Optimization exercise on an open flow, not production practice.
RTL: at most simulated, not proved equivalent.
Power: default activity.

===== design/flow/run.sh =====
#!/bin/bash
# synth_recipe.tcl (not shown) runs the flow's synth.tcl, then flattens the netlist and writes it again
# the make line also repeats each setting of config.mk as NAME=value (left out here)
make -C /OpenROAD-flow-scripts/flow DESIGN_CONFIG=/design/flow/config.mk WORK_HOME=/design/flow/orfs CLKGATE_MAP_FILE= SYNTH_SCRIPT=/design/flow/synth_recipe.tcl finish

===== design/flow/config.mk =====
export PLATFORM = sky130hd
export DESIGN_NAME = weight_stream_source
export DESIGN_NICKNAME = weight_stream_source
export VERILOG_FILES = /design/flow/design.v
export SDC_FILE = /design/flow/constraint.sdc
export NUM_CORES = 4
export LEC_CHECK = 0
export CAP_MARGIN = 20
export CORE_MARGIN = 2
export CORE_UTILIZATION = 45
export CTS_CLUSTER_DIAMETER = 100
export CTS_CLUSTER_SIZE = 30
export SETUP_SLACK_MARGIN = 1.6
export SLEW_MARGIN = 20

===== design/flow/constraint.sdc =====
create_clock -name core_clock -period 4.0 [get_ports {ap_clk}]
set_input_delay 0.8000 -clock core_clock [delete_from_list [all_inputs] [get_ports {ap_clk}]]
set_output_delay 0.8000 -clock core_clock [all_outputs]
set_load 0.01 [all_outputs]

===== design/flow/design.v =====
module weight_stream_source #(
    parameter int DATA_WIDTH = 32,
    parameter int DEPTH      = 64,
    parameter int ADDR_WIDTH = $clog2(DEPTH),
    parameter int REP_WIDTH  = 16
) (
    input  logic                  ap_clk,
    input  logic                  ap_rst_n,
    input  logic                  wr_en,
    input  logic [ADDR_WIDTH-1:0] wr_addr,
    input  logic [DATA_WIDTH-1:0] wr_data,
    input  logic                  start,
    input  logic [REP_WIDTH-1:0]  num_reps,
    output logic                  busy,
    output logic                  done,
    output logic [DATA_WIDTH-1:0] weights_V_tdata,
    output logic                  weights_V_tvalid,
    input  logic                  weights_V_tready,
    output logic                  weights_V_tlast
);
    localparam int DW = DATA_WIDTH;
    localparam int AW = ADDR_WIDTH;
    localparam int LW = AW / 2;
    localparam int HW = AW - LW;
    localparam int NL = 1 << LW;
    localparam int NH = 1 << HW;
    localparam int TW = 2;
    localparam int TS = 1 << TW;
    localparam int NT = DEPTH / TS;
    logic                 busy_q, done_q, vld_q, last_q, fin_q, loading_q, lastpass_q;
    logic [AW-1:0]        n_q;       
    logic [REP_WIDTH-1:0] left_q;    
    logic [DEPTH-1:0][DW-1:0] ring;
    logic [AW-1:0]            ph_q;     
    logic [NL-1:0]            olo_q;    
    logic [NH-1:0]            ohi_q;    
    logic [AW-1:0]            rp_q;     
    logic [NT-1:0]            tsel_q;   
    logic                     tap_q;    
    logic [TW-1:0]            pad_q;    
    logic                     tail_q;   
    logic [TW-1:0]            tcnt_q;
    logic                     wen_q;    
    logic [NL-1:0]            wlo_q;    
    logic [NH-1:0]            whi_q;
    logic [DW-1:0]            wdat_q;   
    logic [DW-1:0]            wdatn_q;
    logic [DEPTH-1:0]         keep_q;   
    logic                     w0_q;     
    logic                     w1_q;     
    logic [DW-1:0]            dat_q;
    logic idle, accept, nz, ld, pop, wrap, fwd_in, fwd_wq, wtake, cy;
    logic [AW-1:0]    ph_d, o_d, rp_d;
    logic [NL-1:0]    alo, slo;
    logic [NH-1:0]    ahi, shi0, shi1, shi;
    logic [DEPTH-1:0] wsel;
    logic [DW-1:0]    rd_ring, rd;
    assign idle   = !busy_q && !done_q;
    assign accept = idle && start;
    assign nz     = (num_reps != '0);
    assign pop    = vld_q && weights_V_tready;
    assign ld     = tap_q && ((accept && nz) || (loading_q && (!vld_q || weights_V_tready)));
    assign wrap   = (n_q == AW'(DEPTH - 1));
    assign ph_d = ph_q - AW'(1);
    assign o_d  = ph_d - AW'(2);
    always_ff @(posedge ap_clk) begin
        ph_q <= ph_d;
        for (int i = 0; i < NL; i++) olo_q[i] <= (o_d[LW-1:0] == LW'(i));
        for (int i = 0; i < NH; i++) ohi_q[i] <= (o_d[AW-1:LW] == HW'(i));
    end
    assign wtake = wr_en && idle;
    always_comb begin
        for (int i = 0; i < NL; i++) alo[i] = (wr_addr[LW-1:0] == LW'(i));
        for (int i = 0; i < NH; i++) ahi[i] = (wr_addr[AW-1:LW] == HW'(i));
        slo = '0;
        cy  = 1'b0;
        for (int i = 0; i < NL; i++)
            for (int j = 0; j < NL; j++) begin
                if (alo[i] && olo_q[j]) slo[(i + j) % NL] = 1'b1;
                if (alo[i] && olo_q[j] && (i + j >= NL)) cy = 1'b1;
            end
        shi0 = '0;
        shi1 = '0;
        for (int i = 0; i < NH; i++)
            for (int j = 0; j < NH; j++)
                if (ahi[i] && ohi_q[j]) begin
                    shi0[(i + j) % NH]     = 1'b1;
                    shi1[(i + j + 1) % NH] = 1'b1;
                end
        shi = cy ? shi1 : shi0;
    end
    always_ff @(posedge ap_clk) begin
        wen_q   <= wtake;
        wlo_q   <= slo;
        whi_q   <= shi;
        wdat_q  <= wr_data;
        wdatn_q <= ~wr_data;
        w0_q    <= wtake && (wr_addr == AW'(0));
        w1_q    <= wtake && (wr_addr == AW'(1));
        for (int p = 0; p < DEPTH; p++) keep_q[p] <= !(wtake && slo[p % NL] && shi[p / NL]);
    end
    always_comb begin
        for (int p = 0; p < DEPTH; p++) wsel[p] = wen_q && wlo_q[p % NL] && whi_q[p / NL];
    end
    for (genvar p = 0; p < DEPTH; p++) begin : g_ring
        always_ff @(posedge ap_clk) begin
            ring[p] <= ~(({DW{wsel[p]}} & (p[0] ? wdat_q : wdatn_q))
                       | ({DW{keep_q[p]}} & ring[(p + 1) % DEPTH]));
        end
    end
    always_comb begin
        if (ld)        rp_d = rp_q;
        else if (idle) rp_d = ph_d;
        else           rp_d = rp_q - AW'(1);
    end
    always_ff @(posedge ap_clk) begin
        rp_q <= rp_d;
        tap_q <= (rp_d[TW-1:0] == '0);
        for (int j = 0; j < NT; j++) tsel_q[j] <= (rp_d == AW'(j * TS));
    end
    always_comb begin
        rd_ring = '0;
        for (int j = 0; j < NT; j++)
            rd_ring = rd_ring | ({DW{tsel_q[j]}} & ring[j * TS]);
    end
    assign fwd_in = accept && wr_en && (wr_addr == '0);
    assign fwd_wq = (n_q[AW-1:1] == '0) && (n_q[0] ? w1_q : w0_q);
    assign rd     = fwd_in ? wr_data : (fwd_wq ? wdat_q : rd_ring);
    always_ff @(posedge ap_clk or negedge ap_rst_n) begin
        if (!ap_rst_n) dat_q <= '0;
        else if (ld)   dat_q <= rd;
    end
    always_ff @(posedge ap_clk or negedge ap_rst_n) begin
        if (!ap_rst_n) begin
            busy_q     <= 1'b0;
            done_q     <= 1'b0;
            vld_q      <= 1'b0;
            last_q     <= 1'b0;
            fin_q      <= 1'b0;
            loading_q  <= 1'b0;
            lastpass_q <= 1'b0;
            n_q        <= '0;
            left_q     <= '0;
            pad_q      <= '0;
            tail_q     <= 1'b0;
            tcnt_q     <= '0;
        end else begin
            if (accept) pad_q <= ~rp_q[TW-1:0];
            done_q <= (accept && !nz) || (pop && fin_q && (pad_q == '0))
                   || (tail_q && (tcnt_q == TW'(1)));
            if (pop && fin_q && (pad_q != '0)) begin
                tail_q <= 1'b1;
                tcnt_q <= pad_q;
            end else if (tail_q) begin
                tcnt_q <= tcnt_q - TW'(1);
                if (tcnt_q == TW'(1)) tail_q <= 1'b0;
            end
            if (accept && nz) busy_q <= 1'b1;
            else if (done_q)  busy_q <= 1'b0;
            vld_q <= ld || (vld_q && !weights_V_tready);
            if (ld) begin
                last_q <= wrap;
                fin_q  <= wrap && lastpass_q;
                n_q    <= n_q + AW'(1);
            end else if (pop) begin
                last_q <= 1'b0;
            end
            if (accept) begin
                loading_q  <= nz;
                left_q     <= num_reps;
                lastpass_q <= (num_reps == REP_WIDTH'(1));
            end else if (ld && wrap) begin
                if (lastpass_q) loading_q <= 1'b0;
                left_q     <= left_q - REP_WIDTH'(1);
                lastpass_q <= (left_q == REP_WIDTH'(2));
            end
        end
    end
    assign weights_V_tdata  = dat_q;
    assign weights_V_tvalid = vld_q;
    assign weights_V_tlast  = last_q;
    assign busy             = busy_q;
    assign done             = done_q;
endmodule

==> results of run 1 <==
[cells by family after synthesis]
| family | after synthesis | synth area share [%] |
|---|---|---|
| and+or+nand+nor | 438 | 3.093 |
| xor gates and xnor gates | 32 | 0.3906 |
| adders and majority gates | 11 | 0.1918 |
| DFF | 2306 | 64.80 |
| buffers and inverters | 839 | 4.427 |
| muxes | 41 | 0.6434 |
| AOI/OAI and AO/OA | 2527 | 26.46 |
[power by group through the flow]
stage | registers (W) | clock network [W] | logic (W)
after global placement | 0.0266 | 0 | 0.00540
final | 0.0262 | 0.0114 | 0.00624
after floorplan | 0.0260 | 0 | 0.00350
after global routing | 0.0263 | 0.0121 | 0.00658
after detailed placement | 0.0266 | 0 | 0.00545
after CTS | 0.0261 | 0.0114 | 0.00594
[synth_stat cells (18+ instances only)]
cell,number
clkbuf_1,724
a22o_1,65
buf_1,43
nand4_1,33
dfxtp_1,2240
nand3_1,52
a21oi_1,27
o21a_1,33
nor2_1,42
and3_1,74
inv_1,54
a221oi_1,64
mux2i_1,27
dfrtp_1,66
o211ai_1,40
a22oi_1,2179
o22ai_1,32
nand2_1,161
o21ai_0,29
nor3_1,18
[layer usage]
layer  vias up  track usage [%]
met1     28905            48.20
met2      4794            52.48
li1      22657                -
met5         -           0.9218
met3      1175            13.93
met4        18            21.87
[sequential cells by signal (all words and copies together) (netlist names), 16 cells and up]
| signal | cells |
|---|---|
| wdat_q | 32 |
| wdatn_q | 32 |
| dat_q | 32 |
| left_q | 16 |
| tsel_q | 16 |
| ring | 2048 |
| keep_q | 64 |
[cells in the final DEF (no fill, tap or decap), types with 11 or more instances in the layout]
master and n:
nand2_1 159, and3_2 56, nor3_1 14, xor2_1 16, nor2_1 40, o22ai_1 13
mux2i_1 18, buf_4 253, and2_1 15, a22o_1 65, o22ai_2 17, a21oi_1 27
inv_1 54, clkbuf_1 19, a22oi_1 2178, clkdlybuf4s50_1 45, buf_12 26, o211ai_1 40
dfxtp_2 73, ha_1 11, clkbuf_16 89, nand3_1 50, a221oi_1 63, a31oi_1 12
o21a_1 33, nand4_1 33, dfrtp_1 63, o21ai_0 27, dfxtp_1 2153, diode_2 21
dfxtp_4 14, dlygate4sd2_1 39, xnor2_1 13
[critical path, stage by stage (launching register included)]
cell and delay [ns]:
dfxtp_2 1.19, buf_4 0.46, a22oi_1 0.14, nand3_1 0.13, nor2_1 0.08, a211o_1 0.29
a31oi_1 0.15
[layout make-up]
| class | count | share of cell area [%] |
|---|---|---|
| flip-flops and latches | 2306 | 59.55 |
| multi-input cells | 3060 | 29.05 |
| repair buffers | 387 | 4.635 |
| well taps | 2072 | 3.310 |
| clock buffers | 107 | 2.903 |
| inverters | 56 | 0.2780 |
| clock inverters | 11 | 0.1997 |
| diodes | 21 | 0.06710 |
[repair_timing]
| item | 4_1_cts | 5_1_grt |
|---|---|---|
| gates resized for setup | 94 | 44 |
| setup buffers | 20 | 8 |
| cloned | 10 | 7 |
| pin swaps | 9 | 15 |
| endpoints found under the hold margin | 0 | 0 |
| endpoints found under the setup margin | 1244 | 349 |
[per-stage QoR]
step                      hold WS (ns)  util, %  instances
after floorplan                 0.4076        -       6194
after global placement          0.4089    47.23       7836
after detailed placement        0.4148    47.23       7836
after CTS                       0.1100    49.14       7984
after global routing            0.1003    49.42       8001
final                          0.04914    49.45       8020
[how the worst max path moves through the flow]
stage / to / slack (ns) / cells after the start
CTS: dat_q[6]$_DFFE_PN0P_ / 1.58 / 7
global placement: dat_q[2]$_DFFE_PN0P_ / 0.46 / 8
detailed placement: dat_q[6]$_DFFE_PN0P_ / 0.43 / 8
floorplan: left_q[2]$_DFFE_PN0P_ / 1.40 / 7
global route: dat_q[2]$_DFFE_PN0P_ / 1.51 / 8
finish: dat_q[30]$_DFFE_PN0P_ / 1.45 / 6
==> flow_metrics.env, run 1 <==
export IMPL_cts_tree="built"
export IMPL_synth_edf_count=0
export IMPL_synthDistinctLibCells=64
export IMPL_min_path_type="input port to asynchronous set/reset pin"
export IMPL_cts_num_sinks=2306
export IMPL_vias=57549
export IMPL_area_growth_syn_to_layout_pct=9.149
export IMPL_clkTransAtPathRegs_ns=0.12
export IMPL_num_io_pins=95
export IMPL_netlist_instances=6194
export IMPL_worst_slew_pin_slew_ns=1.297
export IMPL_wl_um=314200
export IMPL_drt_iter0_markers=9900
export IMPL_initial_core_util_pct=45.31
export IMPL_syn_avg_cell_area_sq_um=11.58
export IMPL_grt_pass1_vias=53705
export IMPL_setup_ws_ns=1.450
export IMPL_drc=0
export IMPL_synth_top_area_share_pct=62.50
export IMPL_firstDrtPassIters=7
export IMPL_multiInputGateArea_sq_um=22750
export IMPL_p_int_w=0.03176
export IMPL_synth_area_leaders="dfxtp_1 (62%), a22oi_1 (23%), clkbuf_1 (3.8%)"
export IMPL_ctsRootBufferMaster="clkbuf_16"
export IMPL_grt_pass1_wl_um=426700
export IMPL_fmax_mhz=392.2
export IMPL_crit_type="flip-flop to flip-flop"
export IMPL_slew_violations=0
export IMPL_final_area_sq_um=78320
export IMPL_p_per_area_nw_per_um2=560.2
export IMPL_wl_met1_um=118300
export IMPL_pre_cts_ws_ns=0.4328
export IMPL_outcome="no timing/DRC/antenna violations"
export IMPL_viasPerCell=7.176
export IMPL_highest_layer="met5"
export IMPL_insertion_delay_ns=0.80
export IMPL_ctsHoldBuffers=0
export IMPL_grt_max_degree=65
export IMPL_mappedNetlistNets=6264
export IMPL_p_leak_nw=34.40
export IMPL_wl_met3_um=45040
export IMPL_cts_max_level=3
export IMPL_cts_buffer_depth=3
export IMPL_crit_start="tsel_q[1]$_DFF_P_"
export IMPL_peakVddDrop_v=0.0003767
export IMPL_final_seq_area_sq_um=46640
export IMPL_wl_per_cell_um=39.18
export IMPL_seqPwrFrac_pct=59.7
export IMPL_p_sw_w=0.01211
export IMPL_rows=146
export IMPL_rsz0062_at_grt="yes"
export IMPL_critPathLaunchType="flip-flop"
export IMPL_cp_required_ns=4.72
export IMPL_dpl_instance_area_sq_um=74810
export IMPL_io_buffer_count=94
export IMPL_reg2reg_depth=6
export IMPL_fp_coreArea_sq_um=158400
export IMPL_dp_hpwl_um=178200
export IMPL_ys_flop_type="dfxtp_1"
export IMPL_r2r_setup_slack_ns=1.45
export IMPL_worstPathArrival_ns=3.27
export IMPL_cp_max_fo=23
export IMPL_gp_congestion=0.9666
export IMPL_worst_r2r_endpoint="dat_q[30]$_DFFE_PN0P_"
export IMPL_grt_overflow_total=0
export IMPL_fillers=14074
export IMPL_async_flop_share_pct=2.862
export IMPL_pwr_share_comb_pct=14.2
export IMPL_switching_share_pct=27.61
export IMPL_die_area_sq_um=162700
export IMPL_synth_seq_cells=2306
export IMPL_fin_worst_skew_ns=0.05596
export IMPL_antenna_left=0
export IMPL_antenna_found_initial=16
export IMPL_setup_viol=0
export IMPL_grt_usage_pct=37.15
export IMPL_die_x_um=403.3
export IMPL_final_setup_tns_ns=0
export IMPL_drive_above_1_share_pct=10.87
export IMPL_period_needed_ns=2.550
export IMPL_layout_nets=5969
export IMPL_cts_made_buffers=88
export IMPL_wl_met2_um=129000
export IMPL_clkPwrFrac_pct=26.1
export IMPL_worstReg2RegStart="tsel_q[1]$_DFF_P_"
export IMPL_synth_cell_area_sq_um=71750
export IMPL_synth_top_cell_by_area="dfxtp_1"
export IMPL_cp_end_kind="flip-flop"
export IMPL_finalHoldViolCount=0
export IMPL_cap_viol_max_count=0
export IMPL_die_h_um=403.3
export IMPL_yosys_warnings=1
export IMPL_min_period_over_period_pct=63.75
export IMPL_relSlewSlack_pct=13.43
export IMPL_synth_seq_area_share_pct=64.80
export IMPL_power_w=0.04388
Testbench counts, summed over its fixed seeds: cycles 15,864, items 15,296.
==> inputs of run 2 (changes only) <==
--- a/design/flow/design.v
+++ b/design/flow/design.v
@@ -36,4 +36,6 @@
     logic [NH-1:0]            ohi_q;    
     logic [AW-1:0]            rp_q;     
+    logic [AW-1:0]            rpm_q;    
+    logic [AW-1:0]            phm_q;    
     logic [NT-1:0]            tsel_q;   
     logic                     tap_q;    
@@ -41,5 +43,4 @@
     logic                     tail_q;   
     logic [TW-1:0]            tcnt_q;
-    logic                     wen_q;    
     logic [NL-1:0]            wlo_q;    
     logic [NH-1:0]            whi_q;
@@ -47,8 +48,7 @@
     logic [DW-1:0]            wdatn_q;
     logic [DEPTH-1:0]         keep_q;   
-    logic                     w0_q;     
-    logic                     w1_q;     
+    logic                     fwd_q;    
     logic [DW-1:0]            dat_q;
-    logic idle, accept, nz, ld, pop, wrap, fwd_in, fwd_wq, wtake, cy;
+    logic idle, accept, nz, ld, ld_any, pop, wrap, fwd_in, fwd_wq, wtake, cy;
     logic [AW-1:0]    ph_d, o_d, rp_d;
     logic [NL-1:0]    alo, slo;
@@ -60,10 +60,12 @@
     assign nz     = (num_reps != '0);
     assign pop    = vld_q && weights_V_tready;
-    assign ld     = tap_q && ((accept && nz) || (loading_q && (!vld_q || weights_V_tready)));
+    assign ld_any = tap_q && (accept || (loading_q && (!vld_q || weights_V_tready)));
+    assign ld     = ld_any && (nz || !accept);
     assign wrap   = (n_q == AW'(DEPTH - 1));
-    assign ph_d = ph_q - AW'(1);
+    assign ph_d = phm_q;
     assign o_d  = ph_d - AW'(2);
     always_ff @(posedge ap_clk) begin
-        ph_q <= ph_d;
+        ph_q  <= ph_d;
+        phm_q <= ph_d - AW'(1);
         for (int i = 0; i < NL; i++) olo_q[i] <= (o_d[LW-1:0] == LW'(i));
         for (int i = 0; i < NH; i++) ohi_q[i] <= (o_d[AW-1:LW] == HW'(i));
@@ -91,15 +93,13 @@
     end
     always_ff @(posedge ap_clk) begin
-        wen_q   <= wtake;
-        wlo_q   <= slo;
+        wlo_q   <= wtake ? slo : '0;
         whi_q   <= shi;
         wdat_q  <= wr_data;
         wdatn_q <= ~wr_data;
-        w0_q    <= wtake && (wr_addr == AW'(0));
-        w1_q    <= wtake && (wr_addr == AW'(1));
+        fwd_q   <= wtake && (wr_addr == AW'(ld));
         for (int p = 0; p < DEPTH; p++) keep_q[p] <= !(wtake && slo[p % NL] && shi[p / NL]);
     end
     always_comb begin
-        for (int p = 0; p < DEPTH; p++) wsel[p] = wen_q && wlo_q[p % NL] && whi_q[p / NL];
+        for (int p = 0; p < DEPTH; p++) wsel[p] = wlo_q[p % NL] && whi_q[p / NL];
     end
     for (genvar p = 0; p < DEPTH; p++) begin : g_ring
@@ -111,9 +111,10 @@
     always_comb begin
         if (ld)        rp_d = rp_q;
-        else if (idle) rp_d = ph_d;
-        else           rp_d = rp_q - AW'(1);
+        else if (idle) rp_d = phm_q;
+        else           rp_d = rpm_q;
     end
     always_ff @(posedge ap_clk) begin
-        rp_q <= rp_d;
+        rp_q  <= rp_d;
+        rpm_q <= rp_d - AW'(1);
         tap_q <= (rp_d[TW-1:0] == '0);
         for (int j = 0; j < NT; j++) tsel_q[j] <= (rp_d == AW'(j * TS));
@@ -125,9 +126,9 @@
     end
     assign fwd_in = accept && wr_en && (wr_addr == '0);
-    assign fwd_wq = (n_q[AW-1:1] == '0) && (n_q[0] ? w1_q : w0_q);
+    assign fwd_wq = fwd_q;
     assign rd     = fwd_in ? wr_data : (fwd_wq ? wdat_q : rd_ring);
     always_ff @(posedge ap_clk or negedge ap_rst_n) begin
         if (!ap_rst_n) dat_q <= '0;
-        else if (ld)   dat_q <= rd;
+        else if (ld_any) dat_q <= rd;
     end
     always_ff @(posedge ap_clk or negedge ap_rst_n) begin
--- a/design/flow/config.mk
+++ b/design/flow/config.mk
@@ -11,4 +11,4 @@
 export CTS_CLUSTER_DIAMETER = 100
 export CTS_CLUSTER_SIZE = 30
-export SETUP_SLACK_MARGIN = 1.6
+export SETUP_SLACK_MARGIN = 2.0
 export SLEW_MARGIN = 20
==> run 2 against run 1 <==
Compared with the run above:
- combinational power increased by 27%
- via count down 3.1%
- sequential share of layout area decreased by 1.3 points
- critical endpoint is now dat_q[8]$_DFFE_PN0P_
==> flow_metrics.env, run 2 <==
export IMPL_outcome="no timing/DRC/antenna violations"
export IMPL_worst_slew_pin_slew_ns=1.255
export IMPL_finalHoldViolCount=0
export IMPL_firstDrtPassIters=8
export IMPL_yosys_top_cells_count="dfxtp_1 (2,244), a22oi_1 (2,241), clkbuf_1 (712)"
export IMPL_antenna_found_initial=7
export IMPL_drc=0
export IMPL_synth_seq_area_share_pct=65.03
export IMPL_ctsHoldBuffers=0
export IMPL_num_io_pins=95
export IMPL_cts_tree="built"
export IMPL_die_x_um=402.9
export IMPL_area_growth_syn_to_layout_pct=11.81
export IMPL_antenna_left=0
export IMPL_synth_area_leaders="dfxtp_1 (63%), a22oi_1 (23%), clkbuf_1 (3.7%)"
export IMPL_cts_num_sinks=2310
export IMPL_cp_max_fo=6
export IMPL_period_needed_ns=2.349
export IMPL_grt_overflow_total=0
export IMPL_p_per_area_nw_per_um2=553.8
export IMPL_cp_required_ns=4.63
export IMPL_synth_edf_count=0
export IMPL_die_h_um=402.9
export IMPL_rows=146
export IMPL_fillers=13995
export IMPL_syn_avg_cell_area_sq_um=11.61
export IMPL_cts_made_buffers=87
export IMPL_relSlewSlack_pct=16.23
export IMPL_cp_end_kind="flip-flop"
export IMPL_io_buffer_count=94
export IMPL_grt_pass1_vias=51849
export IMPL_fmax_mhz=425.7
export IMPL_slew_violations=0
export IMPL_peakVddDrop_v=0.0003872
export IMPL_synth_top_cell_by_area="dfxtp_1"
export IMPL_cts_buffer_depth=3
export IMPL_clkTransAtPathRegs_ns=0.12
export IMPL_top_register="ring"
export IMPL_crit_start="tsel_q[0]$_DFF_P_"
export IMPL_ctsRootBufferMaster="clkbuf_16"
export IMPL_top_regs="ring: 2048 flops, keep_q: 64 flops"
export IMPL_gp_congestion=0.9995
export IMPL_synth_top_area_share_pct=62.72
export IMPL_insertion_delay_ns=0.76
export IMPL_grt_pass1_wl_um=405200
export IMPL_synth_cell_area_sq_um=71620
export IMPL_wl_um=292300
export IMPL_worst_r2r_endpoint="dat_q[8]$_DFFE_PN0P_"
export IMPL_power_w=0.04435
export IMPL_r2r_setup_slack_ns=1.65
export IMPL_drive_above_1_share_pct=13.80
export IMPL_cp_common_cell="buf_4"
export IMPL_crit_chain="buf_12, buf_4, a222oi_1, nand3_1, a2111oi_4, buf_4, nor3_2, a21oi_1, o21ai_1"
export IMPL_slowest_delay_ns=0.50
export IMPL_rsz0062_at_grt="yes"
export IMPL_fin_worst_skew_ns=0.05047
export IMPL_min_period_over_period_pct=58.72
export IMPL_vias=55769
export IMPL_synth_seq_cells=2310
export IMPL_final_cell_mix="dfxtp_1 (2,200), a22oi_1 (2,199), buf_4 (320)"
export IMPL_mappedNetlistNets=6239
export IMPL_dp_hpwl_um=176800
export IMPL_dp_cells=7825
export IMPL_setup_viol=0
export IMPL_yosys_warnings=1
export IMPL_wl_per_cell_um=36.18
export IMPL_layout_commonest_cell="dfxtp_1"
export IMPL_cts_max_level=3
export IMPL_worstPathArrival_ns=2.98
export IMPL_min_path_type="input port to asynchronous set/reset pin"
export IMPL_viasPerCell=6.902
export IMPL_drt_iter0_markers=9277
export IMPL_worstReg2RegStart="tsel_q[0]$_DFF_P_"
export IMPL_reg2reg_depth=9
export IMPL_grt_max_degree=47
export IMPL_cpMaxStageDelayCell="a222oi_1"
export IMPL_p_leak_nw=35.21
export IMPL_critPathLaunchType="flip-flop"
export IMPL_synthDistinctLibCells=69
export IMPL_layout_nets=6053
export IMPL_ys_flop_type="dfxtp_1"
export IMPL_async_flop_share_pct=2.857
export IMPL_yosysMostFrequentCell="dfxtp_1"
export IMPL_crit_type="flip-flop to flip-flop"
export IMPL_final_setup_tns_ns=0
export IMPL_grt_usage_pct=34.52
export IMPL_netlist_instances=6169
export IMPL_instances_no_fill=8080
export IMPL_fp_coreArea_sq_um=158200
export IMPL_cap_viol_max_count=0
export IMPL_largest_register_ff_count=2048
export IMPL_die_area_sq_um=162400
export IMPL_crit_end="dat_q[8]$_DFFE_PN0P_"
export IMPL_initial_core_util_pct=45.27
## run 2: cell count changes after synthesis, sizes merged, moves of 34 or more
cell,before,now
a22oi,2179,2241
and2,15,71
a22o,65,1
o211ai,40,5
and3,74,6
a221oi,64,1
nor2b,9,43
## run 2: what timing repair did
action                                  4_1_cts  5_1_grt
cloned                                        7        7
setup buffers                                81       46
resized for setup                           412       98
pin swaps                                    73       48
hold endpoints to repair                      0        0
endpoints found under the setup margin      531      208
## run 2: logic make-up (layout without fill, tap and decap cells)
family / count (synthesis) / after routing / synth area share [%]
AOI/OAI and AO/OA: 2455 / 2457 / 25.57
DFF: 2310 / 2310 / 65.03
buffers and inverters: 823 / 649 / 4.355
and+or+nand+nor: 485 / 486 / 3.466
muxes: 55 / 59 / 1.025
xor gates and xnor gates: 30 / 30 / 0.3669
adders and majority gates: 11 / 11 / 0.1922
other: 0 / 6 / 0
## run 2: worst min-delay path by stage
stage / start / to / slack [ns] / depth (start not counted)
2_1_floorplan: ring[1086]$_DFF_P_ / ring[1054]$_DFF_P_ / 0.41 / 1
6_report: ap_rst_n / left_q[10]$_DFFE_PN0P_ / 0.11 / 1
5_1_grt: ap_rst_n / left_q[12]$_DFFE_PN0P_ / 0.15 / 1
4_1_cts: ap_rst_n / left_q[8]$_DFFE_PN0P_ / 0.12 / 1
3_3_place_gp: ring[254]$_DFF_P_ / ring[222]$_DFF_P_ / 0.41 / 1
3_5_place_dp: ring[1630]$_DFF_P_ / ring[1598]$_DFF_P_ / 0.41 / 1
## run 2: worst max-delay path: cells and delay by family (launching register included)
kind | cells | cell delay, ns
flip-flops | 1 | 0.44
AND/OR/NAND/NOR | 2 | 0.27
AO/OA/AOI/OAI | 4 | 1.00
buffers and inverters | 3 | 0.51
## run 2: per-layer routing
layer	global-route usage [%]	vias up	part of all wire, %
met5	0	-	0.066
met4	14.19	6	4.7
met3	12.64	701	15
met2	47.91	4016	41
met1	48.17	28374	40
li1	-	22672	-
## run 2: power breakdown
part           total, W  switching, W  internal (W)
registers        0.0251      0.000992        0.0241
clock network    0.0113       0.00708       0.00425
logic           0.00791       0.00430       0.00361
## run 2: cell type report
class | count | area [sq um] | share of cell area (%)
Sequential cell | 2310 | 46690 | 58.30
Multi-Input combinational cell | 3043 | 23700 | 29.60
Timing Repair Buffer | 484 | 4442 | 5.547
Tap cell | 2072 | 2592 | 3.237
Clock buffer | 103 | 2322 | 2.900
Inverter | 57 | 231.5 | 0.2890
Clock inverter | 5 | 86.33 | 0.1078
Antenna cell | 6 | 15.01 | 0.01875
## run 2: per-stage QoR
stage | hold WS [ns] | area, sq um | util, % | worst slack (ns)
2_1_floorplan | 0.4080 | 72090 | - | 1.549
3_3_place_gp | 0.4101 | 74710 | 47.23 | 0.6157
3_5_place_dp | 0.4143 | 74730 | 47.24 | 0.5504
4_1_cts | 0.1178 | 79100 | 50.00 | 1.763
5_1_grt | 0.1484 | 80070 | 50.61 | 1.628
6_report | 0.1121 | 80080 | 50.62 | 1.651
Testbench counts of run 2, summed over its fixed seeds: cycles 15,864, items 15,296.
==> inputs of run 3 (changes only) <==
--- a/design/flow/design.v
+++ b/design/flow/design.v
@@ -47,5 +47,6 @@
     logic [DW-1:0]            wdat_q;   
     logic [DW-1:0]            wdatn_q;
-    logic [DEPTH-1:0]         keep_q;   
+    logic [NL-1:0]            klo_q;    
+    logic [NH-1:0]            khi_q;    
     logic                     fwd_q;    
     logic [DW-1:0]            dat_q;
@@ -54,5 +55,5 @@
     logic [NL-1:0]    alo, slo;
     logic [NH-1:0]    ahi, shi0, shi1, shi;
-    logic [DEPTH-1:0] wsel;
+    logic [DEPTH-1:0] wsel, keep;
     logic [DW-1:0]    rd_ring, rd;
     assign idle   = !busy_q && !done_q;
@@ -98,13 +99,17 @@
         wdatn_q <= ~wr_data;
         fwd_q   <= wtake && (wr_addr == AW'(ld));
-        for (int p = 0; p < DEPTH; p++) keep_q[p] <= !(wtake && slo[p % NL] && shi[p / NL]);
+        klo_q   <= ~(wtake ? slo : '0);
+        khi_q   <= ~shi;
     end
     always_comb begin
-        for (int p = 0; p < DEPTH; p++) wsel[p] = wlo_q[p % NL] && whi_q[p / NL];
+        for (int p = 0; p < DEPTH; p++) begin
+            wsel[p] = wlo_q[p % NL] && whi_q[p / NL];
+            keep[p] = klo_q[p % NL] || khi_q[p / NL];
+        end
     end
     for (genvar p = 0; p < DEPTH; p++) begin : g_ring
         always_ff @(posedge ap_clk) begin
-            ring[p] <= ~(({DW{wsel[p]}} & (p[0] ? wdat_q : wdatn_q))
-                       | ({DW{keep_q[p]}} & ring[(p + 1) % DEPTH]));
+            ring[p] <= ~(((p[0] ? wdat_q : wdatn_q) | {DW{keep[p]}})
+                       & (ring[(p + 1) % DEPTH] | {DW{wsel[p]}}));
         end
     end
--- a/design/flow/config.mk
+++ b/design/flow/config.mk
@@ -9,6 +9,6 @@
 export CORE_MARGIN = 2
 export CORE_UTILIZATION = 45
-export CTS_CLUSTER_DIAMETER = 100
-export CTS_CLUSTER_SIZE = 30
+export CTS_CLUSTER_DIAMETER = 80
+export CTS_CLUSTER_SIZE = 24
 export SETUP_SLACK_MARGIN = 2.0
 export SLEW_MARGIN = 20
==> run 3 against run 2 <==
Compared with the run above:
- still clean
- register-to-register slack about the same
- first-iteration DRC count is 3.8% higher
- clock-buffer cell count up 26
- setup slack better by 0.00057 ns
- synthesized cell count grew 1.2%
- sequential share of layout area is 0.54 points higher
- global-route usage grew 2.1 points
- flip-flop and latch count fell by 48
- largest cell class unchanged
- largest power group unchanged
==> flow_metrics.env, run 3 <==
export IMPL_vias=57225
export IMPL_wl_per_cell_um=37.03
export IMPL_peakVddDrop_v=0.0004444
export IMPL_period_needed_ns=2.348
export IMPL_initial_core_util_pct=45.22
export IMPL_cts_max_level=3
export IMPL_grt_usage_pct=36.62
export IMPL_setup_ws_ns=1.652
export IMPL_cp_max_fo=6
export IMPL_insertion_delay_ns=0.82
export IMPL_utilization_pct=51.18
export IMPL_slew_violations=0
export IMPL_grt_overflow_total=0
export IMPL_syn_avg_cell_area_sq_um=10.99
export IMPL_firstDrtPassIters=10
export IMPL_fin_worst_skew_ns=0.04140
export IMPL_yosysMostFrequentCell="dfxtp_1"
export IMPL_grt_pass1_vias=53722
export IMPL_worst_slew_pin_slew_ns=1.204
export IMPL_outcome="no timing/DRC/antenna violations"
export IMPL_cp_end_kind="flip-flop"
export IMPL_relSlewSlack_pct=19.74
export IMPL_async_flop_share_pct=2.918
export IMPL_cts_tree="built"
export IMPL_drt_iter0_markers=9633
export IMPL_grt_pass1_wl_um=409100
export IMPL_antenna_left=0
export IMPL_synth_top_area_share_pct=64.08
export IMPL_p_per_area_nw_per_um2=587.8
export IMPL_pre_cts_ws_ns=0.4379
export IMPL_cp_required_ns=4.70
export IMPL_min_path_type="input port to asynchronous set/reset pin"
export IMPL_clkTransAtPathRegs_ns=0.10
export IMPL_die_x_um=394.5
export IMPL_dp_hpwl_um=167700
export IMPL_synth_seq_cells=2262
export IMPL_power_w=0.04564
export IMPL_yosys_warnings=1
export IMPL_synth_edf_count=0
export IMPL_gp_congestion=0.9480
export IMPL_fp_coreArea_sq_um=151700
export IMPL_finalHoldViolCount=0
export IMPL_final_setup_tns_ns=0
export IMPL_final_cell_mix="dfxtp_1 (2,175), o22ai_1 (2,049), buf_4 (307)"
export IMPL_layout_nets=6092
export IMPL_p_leak_nw=31.00
export IMPL_die_h_um=394.5
export IMPL_viasPerCell=7.068
export IMPL_synth_seq_area_share_pct=66.49
export IMPL_yosys_top_cells_count="dfxtp_1 (2,196), o22ai_1 (2,049), clkbuf_1 (782)"
export IMPL_num_io_pins=95
export IMPL_netlist_instances=6242
export IMPL_drive_above_1_share_pct=14.93
export IMPL_die_area_sq_um=155600
export IMPL_worstPathArrival_ns=3.05
export IMPL_fmax_mhz=425.8
export IMPL_rsz0062_at_grt="yes"
export IMPL_cap_viol_max_count=0
export IMPL_cts_buffer_depth=3
export IMPL_synth_cell_area_sq_um=68610
export IMPL_ctsRootBufferMaster="clkbuf_16"
export IMPL_mappedNetlistNets=6312
export IMPL_holdWs_ns=0.08934
export IMPL_crit_type="flip-flop to flip-flop"
export IMPL_synth_top_cell_by_area="dfxtp_1"
export IMPL_cts_num_sinks=2262
export IMPL_cts_made_buffers=107
export IMPL_largest_register_ff_count=2048
export IMPL_grt_max_degree=49
export IMPL_io_buffer_count=94
export IMPL_synth_area_leaders="dfxtp_1 (64%), o22ai_1 (19%), clkbuf_1 (4.3%)"
export IMPL_area_growth_syn_to_layout_pct=13.18
export IMPL_wl_um=299800
export IMPL_top_register="ring"
export IMPL_critPathLaunchType="flip-flop"
export IMPL_layout_commonest_cell="dfxtp_1"
export IMPL_ys_flop_type="dfxtp_1"
export IMPL_ctsHoldBuffers=0
export IMPL_antenna_found_initial=11
export IMPL_setup_viol=0
export IMPL_rows=143
export IMPL_min_period_over_period_pct=58.71
export IMPL_synthDistinctLibCells=66
export IMPL_drc=0
[run 3: logic make-up after synthesis]
family                     Yosys count  share of synthesized area (%)
buffers and inverters              895                          4.937
adders and majority gates           11                         0.2006
muxes                               44                         0.7404
and+or+nand+nor                    512                          3.979
AOI/OAI and AO/OA                 2488                          23.27
xor gates and xnor gates            30                         0.3830
DFF                               2262                          66.49
[run 3: final timing paths]
| path | startpoint | end | slack, ns | cells past startpoint |
|---|---|---|---|---|
| max | tsel_q[2]$_DFF_P_ | dat_q[26]$_DFFE_PN0P_ | 1.65 | 9 |
| min | ap_rst_n | dat_q[26]$_DFFE_PN0P_ | 0.09 | 1 |
| max reg2reg | tsel_q[2]$_DFF_P_ | dat_q[26]$_DFFE_PN0P_ | 1.65 | 9 |
| min reg2reg | ring[579]$_DFF_P_ | ring[547]$_DFF_P_ | 0.40 | 1 |
| max in group asynchronous | ap_rst_n | done_q$_DFF_PN0_ | 3.09 | 2 |
| min in group core_clock | ring[579]$_DFF_P_ | ring[547]$_DFF_P_ | 0.40 | 1 |
[run 3: area by class of cell]
cell class | count | area (sq um)
fill | 13470 | 74080
clock buffer | 129 | 2790
tap | 2030 | 2540
inverter | 57 | 214.0
multi-input combinational | 3085 | 21100
antenna | 6 | 15.01
timing repair buffer | 509 | 5060
clock inverter | 18 | 241.5
sequential | 2262 | 45690
[run 3: worst max-delay path, cell delays in order, from the launching register on]
cell and delay (ns):
dfxtp_4 0.38, buf_12 0.15, buf_6 0.13, a222oi_1 0.52, nand3_1 0.26, a2111oi_4 0.35
buf_4 0.20, nor3_1 0.05, a21oi_1 0.12, a21oi_1 0.07
[run 3: per-layer routing]
layer	vias to the layer above	part of all wire [%]	global-route usage, %
met1	28273	36	44.58
li1	22923	-	-
met3	1366	13	12.39
met4	25	8.7	26.09
met2	4638	42	54.06
met5	-	0.26	1.663
[run 3: where the power goes]
group	internal [W]	switching, W	leakage, nW
logic	0.00368	0.00394	10.3
registers	0.0244	0.00115	19.2
clock network	0.00508	0.00740	1.47
total	0.0332	0.0125	31.0
[run 3: metrics by stage]
| step | cells | cell area [sq um] |
|---|---|---|
| floorplan | 6242 | 68760 |
| finish | 8096 | 77650 |
| global placement | 7784 | 71120 |
| CTS | 8048 | 76680 |
| detailed placement | 7784 | 71130 |
| global route | 8091 | 77640 |
[run 3: what timing repair did]
| action | CTS | global route |
|---|---|---|
| endpoints found under the setup margin | 308 | 261 |
| pin swaps | 98 | 114 |
| buffers inserted | 107 | 39 |
| resized for setup | 467 | 120 |
| cloned | 10 | 2 |
Testbench counts of run 3, summed over its fixed seeds: cycles 15,864, items 15,296.
==> inputs of run 4 (changes only) <==
--- a/design/flow/design.v
+++ b/design/flow/design.v
@@ -29,4 +29,6 @@
     localparam int NT = DEPTH / TS;
     logic                 busy_q, done_q, vld_q, last_q, fin_q, loading_q, lastpass_q;
+    logic                 idle_q;    
+    logic                 busy_d, done_d;
     logic [AW-1:0]        n_q;       
     logic [REP_WIDTH-1:0] left_q;    
@@ -39,4 +41,5 @@
     logic [AW-1:0]            phm_q;    
     logic [NT-1:0]            tsel_q;   
+    logic [NT-1:0]            tseln_q;  
     logic                     tap_q;    
     logic [TW-1:0]            pad_q;    
@@ -57,5 +60,5 @@
     logic [DEPTH-1:0] wsel, keep;
     logic [DW-1:0]    rd_ring, rd;
-    assign idle   = !busy_q && !done_q;
+    assign idle   = idle_q;
     assign accept = idle && start;
     assign nz     = (num_reps != '0);
@@ -123,10 +126,13 @@
         rpm_q <= rp_d - AW'(1);
         tap_q <= (rp_d[TW-1:0] == '0);
-        for (int j = 0; j < NT; j++) tsel_q[j] <= (rp_d == AW'(j * TS));
+        for (int j = 0; j < NT; j++) begin
+            tsel_q[j]  <= (rp_d == AW'(j * TS));
+            tseln_q[j] <= (rp_d != AW'(j * TS));
+        end
     end
     always_comb begin
         rd_ring = '0;
         for (int j = 0; j < NT; j++)
-            rd_ring = rd_ring | ({DW{tsel_q[j]}} & ring[j * TS]);
+            rd_ring = rd_ring | ({{(DW - DW / 2){!tseln_q[j]}}, {(DW / 2){tsel_q[j]}}} & ring[j * TS]);
     end
     assign fwd_in = accept && wr_en && (wr_addr == '0);
@@ -137,8 +143,12 @@
         else if (ld_any) dat_q <= rd;
     end
+    assign done_d = (accept && !nz) || (pop && fin_q && (pad_q == '0))
+                 || (tail_q && (tcnt_q == TW'(1)));
+    assign busy_d = (accept && nz) || (busy_q && !done_q);
     always_ff @(posedge ap_clk or negedge ap_rst_n) begin
         if (!ap_rst_n) begin
             busy_q     <= 1'b0;
             done_q     <= 1'b0;
+            idle_q     <= 1'b1;
             vld_q      <= 1'b0;
             last_q     <= 1'b0;
@@ -153,6 +163,7 @@
         end else begin
             if (accept) pad_q <= ~rp_q[TW-1:0];
-            done_q <= (accept && !nz) || (pop && fin_q && (pad_q == '0))
-                   || (tail_q && (tcnt_q == TW'(1)));
+            done_q <= done_d;
+            busy_q <= busy_d;
+            idle_q <= !busy_d && !done_d;
             if (pop && fin_q && (pad_q != '0)) begin
                 tail_q <= 1'b1;
@@ -162,6 +173,4 @@
                 if (tcnt_q == TW'(1)) tail_q <= 1'b0;
             end
-            if (accept && nz) busy_q <= 1'b1;
-            else if (done_q)  busy_q <= 1'b0;
             vld_q <= ld || (vld_q && !weights_V_tready);
             if (ld) begin
==> run 4 against run 3 <==
Compared with the run above:
- clock skew rose by 0.0072 ns
- final cell count increased by 0.47%
- combinational power up 3.3%
- sequential power increased by 3%
- still clean on timing, DRC and antenna
- wire length grew 1.3%
- critical path type is now flip-flop to primary output
- first-iteration DRC count shrank 6.4%
==> flow_metrics.env, run 4 <==
export IMPL_period_needed_ns=2.337
export IMPL_firstDrtPassIters=9
export IMPL_instances_no_fill=8134
export IMPL_syn_avg_cell_area_sq_um=11.04
export IMPL_wl_per_cell_um=37.35
export IMPL_area_growth_syn_to_layout_pct=13.55
export IMPL_initial_core_util_pct=45.44
export IMPL_crit_buf_inv=1
export IMPL_grt_overflow_total=0
export IMPL_p_int_w=0.03408
export IMPL_final_cell_mix="dfxtp_1 (2,176), o22ai_1 (2,052), buf_4 (302)"
export IMPL_top_register="ring"
export IMPL_cts_num_sinks=2279
export IMPL_vias=57567
export IMPL_clkTransAtPathRegs_ns=0.09
export IMPL_p_sw_w=0.01291
export IMPL_fillers=13376
export IMPL_drive_above_1_share_pct=16.00
export IMPL_die_h_um=396.1
export IMPL_p_leak_nw=31.37
export IMPL_ctsRootBufferMaster="clkbuf_16"
export IMPL_drc=0
export IMPL_min_path_type="input port to asynchronous set/reset pin"
export IMPL_slew_violations=0
export IMPL_yosys_top_cells_count="dfxtp_1 (2,212), o22ai_1 (2,052), clkbuf_1 (793)"
export IMPL_cp_required_ns=3.20
export IMPL_cts_max_level=3
export IMPL_crit_chain="buf_6"
export IMPL_synth_seq_area_share_pct=66.43
export IMPL_worstReg2RegStart="olo_q[6]$_DFF_P_"
export IMPL_setup_viol=0
export IMPL_reg2reg_depth=6
export IMPL_r2r_setup_slack_ns=1.74
export IMPL_switching_share_pct=27.47
export IMPL_antenna_found_initial=22
export IMPL_finalHoldViolCount=0
export IMPL_outcome="no timing/DRC/antenna violations"
export IMPL_p_per_area_nw_per_um2=598.1
export IMPL_cp_end_kind="primary output"
export IMPL_num_io_pins=95
export IMPL_critPathLaunchType="flip-flop"
export IMPL_dp_cells=7804
export IMPL_peakVddDrop_v=0.0004552
export IMPL_synth_area_leaders="dfxtp_1 (64%), o22ai_1 (19%), clkbuf_1 (4.3%)"
export IMPL_synth_top_cell_by_area="dfxtp_1"
export IMPL_wl_um=303800
export IMPL_yosys_warnings=1
export IMPL_cp_max_fo=2
export IMPL_mappedNetlistNets=6338
export IMPL_io_buffer_count=94
export IMPL_worstPathArrival_ns=1.54
export IMPL_grt_max_degree=44
export IMPL_cpMaxStageDelayCell="dfrtp_2"
export IMPL_rows=143
export IMPL_synth_seq_cells=2279
export IMPL_seqPwrFrac_pct=55.8
export IMPL_fmax_mhz=427.9
export IMPL_largest_register_ff_count=2048
export IMPL_relSlewSlack_pct=32.64
export IMPL_netlist_instances=6268
export IMPL_slowest_delay_ns=0.59
export IMPL_fp_coreArea_sq_um=152300
export IMPL_die_x_um=396.1
export IMPL_synthDistinctLibCells=62
export IMPL_layout_commonest_cell="dfxtp_1"
export IMPL_grt_usage_pct=36.85
export IMPL_yosysMostFrequentCell="dfxtp_1"
export IMPL_worst_slew_pin_slew_ns=1.009
export IMPL_dp_hpwl_um=179700
export IMPL_worst_r2r_endpoint="khi_q[3]$_DFF_P_"
export IMPL_drt_iter0_markers=9019
export IMPL_async_flop_share_pct=2.940
export IMPL_antenna_left=0
export IMPL_min_period_over_period_pct=58.43
export IMPL_die_area_sq_um=156900
export IMPL_clkPwrFrac_pct=27.4
export IMPL_ys_flop_type="dfxtp_1"
export IMPL_cts_made_buffers=110
export IMPL_cap_viol_max_count=0
export IMPL_synth_edf_count=0
export IMPL_final_setup_tns_ns=0
export IMPL_gp_congestion=0.9893
export IMPL_crit_type="flip-flop to primary output"
export IMPL_insertion_delay_ns=0.81
export IMPL_grt_pass1_vias=53857
export IMPL_fin_worst_skew_ns=0.04863
export IMPL_cp_top_family="flip-flops"
export IMPL_pwr_share_comb_pct=16.7
export IMPL_cts_tree="built"
export IMPL_rsz0062_at_grt="yes"
export IMPL_grt_pass1_wl_um=413400
export IMPL_viasPerCell=7.077
export IMPL_cts_buffer_depth=3
export IMPL_layout_nets=6114
export IMPL_synth_top_area_share_pct=64.00
export IMPL_holdWs_ns=0.02546
export IMPL_synth_cell_area_sq_um=69190
run 4: cell count changes in the layout (fill, tap and decap cells not counted), moves of 21 or more:
cell and change:
a21oi_1 -44, and2_4 +37, a22o_1 +35, or2_2 -34, or2_4 +32, o21ai_1 +30
nand2_1 +25, nor2_1 -23, and2_1 -22, a22oi_2 -21, nor2b_1 -21
run 4: cells by family after synthesis:
| group | Yosys count | share of synthesized area [%] |
|---|---|---|
| xor gates and xnor gates | 27 | 0.3418 |
| and+or+nand+nor | 469 | 3.639 |
| AOI/OAI and AO/OA | 2489 | 23.23 |
| muxes | 68 | 1.116 |
| adders and majority gates | 11 | 0.1989 |
| buffers and inverters | 925 | 5.049 |
| DFF | 2279 | 66.43 |
run 4: metrics by stage:
step                      utilization [%]  cell area, sq um  worst slack (ns)  power [W]
after global placement              47.06             71660            0.4066    0.03205
after detailed placement            47.08             71680            0.3940    0.03214
after floorplan                         -             69480             1.128    0.02965
after CTS                           50.77             77300             1.697    0.04579
after global routing                51.58             78540             1.656    0.04822
final                               51.60             78560             1.663    0.04699
run 4: worst max-delay path by stage:
stage	from	to	slack, ns	cells past startpoint
detailed placement	wr_addr[0]	khi_q[5]$_DFF_P_	0.39	7
global placement	wr_addr[0]	khi_q[4]$_DFF_P_	0.41	7
finish	dat_q[0]$_DFFE_PN0P_	weights_V_tdata[0]	1.66	1
global route	dat_q[0]$_DFFE_PN0P_	weights_V_tdata[0]	1.66	1
floorplan	num_reps[1]	tseln_q[8]$_DFF_P_	1.13	10
CTS	dat_q[0]$_DFFE_PN0P_	weights_V_tdata[0]	1.70	1
run 4: cell type report:
cell class	instances	area, sq um	area share, %
Sequential cell	2279	46050	58.61
Multi-Input combinational cell	3064	21540	27.41
Timing Repair Buffer	498	4817	6.131
Clock buffer	142	2934	3.735
Tap cell	2030	2540	3.233
Inverter	91	397.9	0.5064
Clock inverter	21	270.3	0.3440
Antenna cell	9	22.52	0.02867
run 4: routing by layer:
layer	global-route usage, %	vias up	part of all wire, %
li1	-	23035	-
met2	54.39	4715	42
met4	24.72	30	8.3
met3	11.07	1274	13
met1	46.46	28513	37
met5	0.2463	-	0.12
run 4: power groups by stage:
stage / logic, W / clock network [W] / registers (W)
6_report: 0.00787 / 0.0129 / 0.0262
4_1_cts: 0.00690 / 0.0128 / 0.0261
3_3_place_gp: 0.00552 / 0 / 0.0265
3_5_place_dp: 0.00561 / 0 / 0.0265
2_1_floorplan: 0.00369 / 0 / 0.0260
5_1_grt: 0.00826 / 0.0136 / 0.0263
run 4: repair_timing:
| action | in CTS | in global routing |
|---|---|---|
| setup endpoints to repair | 392 | 513 |
| setup buffers | 110 | 31 |
| pin swaps | 74 | 79 |
| resized for setup | 510 | 206 |
| gates cloned | 9 | 8 |
| hold buffers | 0 | 0 |
Testbench counts of run 4, summed over its fixed seeds: cycles 15,864, items 15,296.
==> inputs of run 5 (changes only) <==
--- a/design/flow/design.v
+++ b/design/flow/design.v
@@ -54,5 +54,5 @@
     logic                     fwd_q;    
     logic [DW-1:0]            dat_q;
-    logic idle, accept, nz, ld, ld_any, pop, wrap, fwd_in, fwd_wq, wtake, cy;
+    logic idle, accept, nz, ld, ld_any, pop, wrap, fwd_in, fwd_d, wtake, cy;
     logic [AW-1:0]    ph_d, o_d, rp_d;
     logic [NL-1:0]    alo, slo;
@@ -76,4 +76,5 @@
     end
     assign wtake = wr_en && idle;
+    assign fwd_d = wtake && (wr_addr == AW'(ld));
     always_comb begin
         for (int i = 0; i < NL; i++) alo[i] = (wr_addr[LW-1:0] == LW'(i));
@@ -101,5 +102,5 @@
         wdat_q  <= wr_data;
         wdatn_q <= ~wr_data;
-        fwd_q   <= wtake && (wr_addr == AW'(ld));
+        fwd_q   <= fwd_d;
         klo_q   <= ~(wtake ? slo : '0);
         khi_q   <= ~shi;
@@ -127,6 +128,6 @@
         tap_q <= (rp_d[TW-1:0] == '0);
         for (int j = 0; j < NT; j++) begin
-            tsel_q[j]  <= (rp_d == AW'(j * TS));
-            tseln_q[j] <= (rp_d != AW'(j * TS));
+            tsel_q[j]  <= (rp_d == AW'(j * TS)) && !fwd_d;
+            tseln_q[j] <= (rp_d != AW'(j * TS)) || fwd_d;
         end
     end
@@ -135,8 +136,8 @@
         for (int j = 0; j < NT; j++)
             rd_ring = rd_ring | ({{(DW - DW / 2){!tseln_q[j]}}, {(DW / 2){tsel_q[j]}}} & ring[j * TS]);
+        rd_ring = rd_ring | ({DW{fwd_q}} & wdat_q);
     end
     assign fwd_in = accept && wr_en && (wr_addr == '0);
-    assign fwd_wq = fwd_q;
-    assign rd     = fwd_in ? wr_data : (fwd_wq ? wdat_q : rd_ring);
+    assign rd     = fwd_in ? wr_data : rd_ring;
     always_ff @(posedge ap_clk or negedge ap_rst_n) begin
         if (!ap_rst_n) dat_q <= '0;
==> run 5 against run 4 <==
Compared with the run above:
- still clean on timing, DRC and antenna
- first-iteration DRC count down 0.30%
- final cell count fell by 0.95%
- global-route usage fell by 0.72 points
- die area up 0.25%
- flip-flop and latch count unchanged
- largest power group unchanged
- highest routed layer unchanged
==> flow_metrics.env, run 5 <==
export IMPL_synth_cell_area_sq_um=69360
export IMPL_final_cell_mix="dfxtp_1 (2,171), o22ai_1 (2,052), buf_4 (244)"
export IMPL_async_flop_share_pct=2.940
export IMPL_antenna_left=0
export IMPL_gp_congestion=0.9803
export IMPL_drive_above_1_share_pct=12.95
export IMPL_cpMaxStageDelayCell="dfrtp_2"
export IMPL_worstReg2RegStart="idle_q$_DFF_PN1_"
export IMPL_syn_avg_cell_area_sq_um=11.02
export IMPL_cts_tree="built"
export IMPL_grt_pass1_vias=53190
export IMPL_netlist_instances=6296
export IMPL_grt_max_degree=51
export IMPL_period_needed_ns=2.257
export IMPL_dpl_instance_area_sq_um=71760
export IMPL_cp_top_family="flip-flops"
export IMPL_final_setup_tns_ns=0
export IMPL_die_x_um=396.6
export IMPL_antenna_found_initial=12
export IMPL_layout_nets=6040
export IMPL_instances_no_fill=8057
export IMPL_holdWs_ns=0.1352
export IMPL_rows=144
export IMPL_setup_viol=0
export IMPL_synth_area_leaders="dfxtp_1 (64%), o22ai_1 (19%), clkbuf_1 (4.2%)"
export IMPL_clkPwrFrac_pct=27.2
export IMPL_yosys_top_cells_count="dfxtp_1 (2,212), o22ai_1 (2,052), clkbuf_1 (783)"
export IMPL_crit_chain="buf_6"
export IMPL_p_leak_nw=30.84
export IMPL_slew_violations=0
export IMPL_firstDrtPassIters=7
export IMPL_wl_per_cell_um=36.93
export IMPL_cp_end_kind="primary output"
export IMPL_vias=56833
export IMPL_cts_max_level=3
export IMPL_insertion_delay_ns=0.80
export IMPL_viasPerCell=7.054
export IMPL_initial_core_util_pct=45.18
export IMPL_crit_type="flip-flop to primary output"
export IMPL_min_path_type="input port to asynchronous set/reset pin"
export IMPL_area_growth_syn_to_layout_pct=10.39
export IMPL_worst_r2r_endpoint="tseln_q[1]$_DFF_P_"
export IMPL_worstPathArrival_ns=1.46
export IMPL_pre_cts_ws_ns=0.5381
export IMPL_switching_share_pct=27.20
export IMPL_synth_top_area_share_pct=63.84
export IMPL_slowest_delay_ns=0.51
export IMPL_grt_pass1_wl_um=406300
export IMPL_ys_flop_type="dfxtp_1"
export IMPL_synthDistinctLibCells=69
export IMPL_fp_coreArea_sq_um=153500
export IMPL_wl_um=297500
export IMPL_reg2reg_depth=9
export IMPL_synth_edf_count=0
export IMPL_cts_made_buffers=108
export IMPL_fmax_mhz=443.0
export IMPL_dp_hpwl_um=180000
export IMPL_crit_buf_inv=1
export IMPL_final_area_sq_um=76570
export IMPL_ctsRootBufferMaster="clkbuf_16"
export IMPL_die_area_sq_um=157300
export IMPL_cp_required_ns=3.20
export IMPL_min_period_over_period_pct=56.43
export IMPL_seqPwrFrac_pct=58.1
export IMPL_largest_register_ff_count=2048
export IMPL_mappedNetlistNets=6366
export IMPL_finalHoldViolCount=0
export IMPL_grt_usage_pct=36.13
export IMPL_critPathLaunchType="flip-flop"
export IMPL_top_register="ring"
export IMPL_outcome="no timing/DRC/antenna violations"
export IMPL_synth_top_cell_by_area="dfxtp_1"
export IMPL_cap_viol_max_count=0
export IMPL_die_h_um=396.6
export IMPL_setup_ws_ns=1.743
export IMPL_synth_seq_cells=2279
export IMPL_yosys_warnings=1
export IMPL_layout_commonest_cell="dfxtp_1"
export IMPL_dp_cells=7822
export IMPL_fin_worst_skew_ns=0.05160
export IMPL_rsz0062_at_grt="yes"
export IMPL_synth_seq_area_share_pct=66.26
export IMPL_cts_num_sinks=2279
export IMPL_p_int_w=0.03352
export IMPL_peakVddDrop_v=0.0004368
export IMPL_relSlewSlack_pct=14.46
export IMPL_fillers=13878
export IMPL_yosysMostFrequentCell="dfxtp_1"
export IMPL_multiInputGateArea_sq_um=21050
export IMPL_final_seq_area_sq_um=46060
export IMPL_worst_slew_pin_slew_ns=1.283
export IMPL_drt_iter0_markers=8992
export IMPL_io_buffer_count=94
export IMPL_cp_max_fo=2
export IMPL_pwr_share_comb_pct=14.7
export IMPL_p_per_area_nw_per_um2=601.2
export IMPL_cts_buffer_depth=3
export IMPL_drc=0
export IMPL_r2r_setup_slack_ns=1.83
export IMPL_clkTransAtPathRegs_ns=0.09
export IMPL_grt_overflow_total=0
export IMPL_p_sw_w=0.01252
export IMPL_num_io_pins=95
==> run 5: cell count changes in the layout (fill, tap and decap cells not counted), sizes merged, moves of 27 or more <==
| cell | change |
|---|---|
| a21oi | -27 |
| nor2b | +93 |
| a2111o | +30 |
| nand2 | +45 |
| a22oi | -94 |
| buf | -107 |
| o21ai | +53 |
| a221oi | +50 |
==> run 5: per-layer routing <==
metal,global-route usage [%],routed length [um],vias up
li1,-,-,22842
met1,45.64,109700,28311
met2,53.32,125700,4481
met3,10.83,38100,1191
met4,24.15,23960,8
met5,0,121,-
==> run 5: how the worst max path moves through the flow <==
| stage | to | slack, ns | cells past startpoint | startpoint |
|---|---|---|---|---|
| after floorplan | rpm_q[4]$_DFF_P_ | 1.47 | 11 | num_reps[12] |
| after global placement | khi_q[1]$_DFF_P_ | 0.61 | 7 | wr_addr[0] |
| after detailed placement | tsel_q[1]$_DFF_P_ | 0.54 | 8 | num_reps[11] |
| after CTS | weights_V_tdata[20] | 1.72 | 1 | dat_q[20]$_DFFE_PN0P_ |
| after global routing | weights_V_tdata[20] | 1.70 | 1 | dat_q[20]$_DFFE_PN0P_ |
| final | weights_V_tdata[20] | 1.74 | 1 | dat_q[20]$_DFFE_PN0P_ |
==> run 5: cell type report <==
class	instances	share of cell area [%]
flip-flops and latches	2279	60.15
multi-input cells	3119	27.50
repair buffers	389	4.613
clock buffers	130	3.691
well taps	2044	3.340
inverters	73	0.3955
clock inverters	16	0.2860
diodes	7	0.02288
==> run 5: repair_timing <==
action / in CTS / in global routing
hold buffers: 0 / 0
pin swaps: 23 / 45
buffers inserted: 51 / 19
endpoints found under the setup margin: 321 / 239
gates resized for setup: 336 / 158
cloned: 8 / 3
==> run 5: logic make-up (layout without fill, tap and decap cells) <==
logic type	count (synthesis)	in the layout	share of synthesized area, %
AOI/OAI and AO/OA	2446	2447	22.81
DFF	2279	2279	66.26
buffers and inverters	901	608	4.917
and+or+nand+nor	575	577	4.548
muxes	55	55	0.9002
xor gates and xnor gates	29	29	0.3662
adders and majority gates	11	11	0.1984
other	0	7	0
==> run 5: power groups by stage <==
| stage | Sequential (W) | Combinational, W | Clock [W] |
|---|---|---|---|
| after global placement | 0.0271 | 0.00566 | 0 |
| final | 0.0268 | 0.00676 | 0.0125 |
| after detailed placement | 0.0271 | 0.00573 | 0 |
| after floorplan | 0.0263 | 0.00393 | 0 |
| after CTS | 0.0266 | 0.00615 | 0.0125 |
| after global routing | 0.0269 | 0.00713 | 0.0133 |
==> run 5: through the flow <==
stage	utilization [%]	power, W
2_1_floorplan	-	0.03027
3_3_place_gp	46.73	0.03272
3_5_place_dp	46.75	0.03280
4_1_cts	49.39	0.04523
5_1_grt	49.87	0.04728
6_report	49.88	0.04604
Testbench counts of run 5, summed over its fixed seeds: cycles 15,864, items 15,296.
==> inputs of run 6 (changes only) <==
--- a/design/flow/design.v
+++ b/design/flow/design.v
@@ -29,5 +29,5 @@
     localparam int NT = DEPTH / TS;
     logic                 busy_q, done_q, vld_q, last_q, fin_q, loading_q, lastpass_q;
-    logic                 idle_q;    
+    logic                 act_q;     
     logic                 busy_d, done_d;
     logic [AW-1:0]        n_q;       
@@ -55,10 +55,11 @@
     logic [DW-1:0]            dat_q;
     logic idle, accept, nz, ld, ld_any, pop, wrap, fwd_in, fwd_d, wtake, cy;
-    logic [AW-1:0]    ph_d, o_d, rp_d;
+    logic [AW-1:0]    ph_d, o_d, rp_d, rpm_d;
+    logic [NT-1:0]    tdec;
     logic [NL-1:0]    alo, slo;
     logic [NH-1:0]    ahi, shi0, shi1, shi;
     logic [DEPTH-1:0] wsel, keep;
     logic [DW-1:0]    rd_ring, rd;
-    assign idle   = idle_q;
+    assign idle   = !act_q;
     assign accept = idle && start;
     assign nz     = (num_reps != '0);
@@ -122,12 +123,20 @@
         else if (idle) rp_d = phm_q;
         else           rp_d = rpm_q;
+        if (ld)        rpm_d = rpm_q;
+        else if (idle) rpm_d = phm_q - AW'(1);
+        else           rpm_d = rpm_q - AW'(1);
+        for (int j = 0; j < NT; j++) begin
+            if (ld)        tdec[j] = (rp_q == AW'(j * TS));
+            else if (idle) tdec[j] = (phm_q == AW'(j * TS));
+            else           tdec[j] = (rpm_q == AW'(j * TS));
+        end
     end
     always_ff @(posedge ap_clk) begin
         rp_q  <= rp_d;
-        rpm_q <= rp_d - AW'(1);
+        rpm_q <= rpm_d;
         tap_q <= (rp_d[TW-1:0] == '0);
         for (int j = 0; j < NT; j++) begin
-            tsel_q[j]  <= (rp_d == AW'(j * TS)) && !fwd_d;
-            tseln_q[j] <= (rp_d != AW'(j * TS)) || fwd_d;
+            tsel_q[j]  <= tdec[j] && !fwd_d;
+            tseln_q[j] <= !tdec[j] || fwd_d;
         end
     end
@@ -140,6 +149,6 @@
     assign fwd_in = accept && wr_en && (wr_addr == '0);
     assign rd     = fwd_in ? wr_data : rd_ring;
-    always_ff @(posedge ap_clk or negedge ap_rst_n) begin
-        if (!ap_rst_n) dat_q <= '0;
+    always_ff @(posedge ap_clk) begin
+        if (!ap_rst_n)   dat_q <= '0;
         else if (ld_any) dat_q <= rd;
     end
@@ -151,5 +160,5 @@
             busy_q     <= 1'b0;
             done_q     <= 1'b0;
-            idle_q     <= 1'b1;
+            act_q      <= 1'b0;
             vld_q      <= 1'b0;
             last_q     <= 1'b0;
@@ -166,5 +175,5 @@
             done_q <= done_d;
             busy_q <= busy_d;
-            idle_q <= !busy_d && !done_d;
+            act_q  <= busy_d || done_d;
             if (pop && fin_q && (pad_q != '0)) begin
                 tail_q <= 1'b1;
==> run 6 against run 5 <==
Compared with the run above:
- still clean
- sequential share of layout area is 0.15 points lower
- power is 9.8% lower
- combinational power is 36% lower
- wire length is 0.36% higher
- utilization is 0.13 points higher
- global-route usage is 0.17 points lower
- hold slack better by 0.11 ns
- synthesized cell count is 0.25% higher
- final cell count is 0.21% lower
- area after synthesis is 0.17% higher
- setup slack better by 0.055 ns
- critical path depth is 4 higher
- critical endpoint is now left_q[12]$_DFFE_PN0P_
- largest power group unchanged
- highest routed layer unchanged
==> flow_metrics.env, run 6 <==
export IMPL_outcome="no timing/DRC/antenna violations"
export IMPL_cp_end_kind="flip-flop"
export IMPL_setup_viol=0
export IMPL_syn_avg_cell_area_sq_um=11.01
export IMPL_insertion_delay_ns=0.80
export IMPL_antenna_left=0
export IMPL_initial_core_util_pct=45.21
export IMPL_largest_register_ff_count=2048
export IMPL_reg2reg_depth=5
export IMPL_async_flop_share_pct=1.536
export IMPL_ctsHoldBuffers=0
export IMPL_synth_top_area_share_pct=64.37
export IMPL_cts_num_sinks=2279
export IMPL_worstReg2RegStart="left_q[3]$_DFFE_PN0P_"
export IMPL_grt_pass1_vias=52891
export IMPL_die_area_sq_um=157600
export IMPL_cts_made_buffers=108
export IMPL_grt_max_degree=68
export IMPL_ctsRootBufferMaster="clkbuf_16"
export IMPL_cts_max_level=3
export IMPL_num_io_pins=95
export IMPL_viasPerCell=7.066
export IMPL_firstDrtPassIters=6
export IMPL_cp_required_ns=4.70
export IMPL_ys_flop_type="dfxtp_1"
export IMPL_p_per_area_nw_per_um2=540.4
export IMPL_drt_iter0_markers=8549
export IMPL_gp_congestion=0.9519
export IMPL_min_period_over_period_pct=55.07
export IMPL_fillers=13695
export IMPL_synth_cell_area_sq_um=69480
export IMPL_io_buffer_count=94
export IMPL_peakVddDrop_v=0.0003703
export IMPL_wl_um=298600
export IMPL_yosys_warnings=1
export IMPL_cp_max_fo=2
export IMPL_grt_pass1_wl_um=407200
export IMPL_synth_area_leaders="dfxtp_1 (64%), o22ai_1 (18%), clkbuf_1 (4.3%)"
export IMPL_period_needed_ns=2.203
export IMPL_relSlewSlack_pct=13.42
export IMPL_finalHoldViolCount=0
export IMPL_synth_seq_cells=2279
export IMPL_final_cell_mix="dfxtp_1 (2,131), o22ai_1 (2,049), buf_4 (228)"
export IMPL_slew_violations=0
export IMPL_grt_usage_pct=35.96
export IMPL_fmax_mhz=454.0
export IMPL_cap_viol_max_count=0
export IMPL_r2r_setup_slack_ns=1.80
export IMPL_worst_slew_pin_slew_ns=1.299
export IMPL_grt_overflow_total=0
export IMPL_synth_top_cell_by_area="dfxtp_1"
export IMPL_top_register="ring"
export IMPL_dp_cells=7796
export IMPL_die_x_um=396.9
export IMPL_fin_worst_skew_ns=0.03519
export IMPL_clkTransAtPathRegs_ns=0.09
export IMPL_synth_edf_count=10
export IMPL_slowest_delay_ns=0.55
export IMPL_rows=144
export IMPL_crit_buf_inv=0
export IMPL_fp_coreArea_sq_um=153700
export IMPL_dp_hpwl_um=180300
export IMPL_area_growth_syn_to_layout_pct=10.61
export IMPL_mappedNetlistNets=6383
export IMPL_crit_type="flip-flop to flip-flop"
export IMPL_cp_top_family="simple AND/OR/NAND/NOR gates"
export IMPL_synth_seq_area_share_pct=66.06
export IMPL_synthDistinctLibCells=62
export IMPL_yosysMostFrequentCell="dfxtp_1"
export IMPL_cpMaxStageDelayCell="or4_4"
export IMPL_wl_per_cell_um=37.14
-- run 6: changes by cell type in the layout (fill, tap and decap cells not counted), moves of 30 or more --
cell	delta
dfxtp_1	-40
dfxtp_2	+41
a2111o_1	-30
o21ai_1	-75
a22oi_1	+50
nand2_1	-40
o221ai_1	+33
a21oi_1	+45
nand4_1	+38
-- run 6: worst max path at each step --
stage	start	to
6_report	left_q[3]$_DFFE_PN0P_	left_q[12]$_DFFE_PN0P_
3_3_place_gp	start	tseln_q[15]$_DFF_P_
3_5_place_dp	start	tseln_q[14]$_DFF_P_
5_1_grt	left_q[3]$_DFFE_PN0P_	left_q[12]$_DFFE_PN0P_
2_1_floorplan	wr_addr[2]	khi_q[5]$_DFF_P_
4_1_cts	dat_q[6]$_SDFFE_PN0P_	weights_V_tdata[6]
-- run 6: per-stage QoR --
stage / area (sq um) / hold WS [ns] / setup slack [ns] / util (%) / total power [W]
2_1_floorplan: 69890 / 0.4112 / 1.285 / - / 0.02686
3_3_place_gp: 71700 / 0.4122 / 0.5088 / 46.65 / 0.02851
3_5_place_dp: 71720 / 0.4149 / 0.5046 / 46.67 / 0.02855
4_1_cts: 75920 / 0.2075 / 1.680 / 49.40 / 0.04103
5_1_grt: 76830 / 0.2481 / 1.733 / 49.99 / 0.04252
6_report: 76850 / 0.2447 / 1.797 / 50.01 / 0.04153
-- run 6: final cells by class --
class / count / area, sq um / area share, %
Timing Repair inverter: 1 / 8.758 / 0.01140
Antenna cell: 8 / 20.02 / 0.02605
Clock inverter: 16 / 239.0 / 0.3110
Multi-Input combinational cell: 3120 / 21000 / 27.32
Sequential cell: 2279 / 46120 / 60.01
Timing Repair Buffer: 382 / 3741 / 4.868
Tap cell: 2044 / 2557 / 3.328
Inverter: 72 / 316.6 / 0.4119
Clock buffer: 118 / 2854 / 3.714
-- run 6: kinds of logic after synthesis --
group | synth area share (%)
buf+inv | 4.987
fa+ha+maj | 0.2161
mux | 0.9815
xor+xnor | 0.2395
simple gates | 4.491
compound gates | 23.02
flops | 66.06
-- run 6: timing repair --
| item | in CTS | in global routing |
|---|---|---|
| gates cloned | 2 | 8 |
| endpoints found under the setup margin | 634 | 323 |
| setup buffers | 59 | 32 |
| pin swaps | 24 | 45 |
| gates resized for setup | 396 | 144 |
-- run 6: metal layers --
layer / GRT usage (%) / share of wire, % / up-vias
met5: 0.3027 / 0.053 / -
met4: 22.83 / 7.9 / 10
met3: 11.03 / 13 / 1123
met2: 51.60 / 41 / 4523
met1: 46.99 / 38 / 28196
li1: - / - / 22960
-- run 6: power breakdown --
group,total [W],switching (W),internal [W]
Clock,0.0127,0.00735,0.00532
Combinational,0.00433,0.00251,0.00181
Sequential,0.0245,0.000967,0.0236
Testbench counts of run 6, summed over its fixed seeds: cycles 15,864, items 15,296.
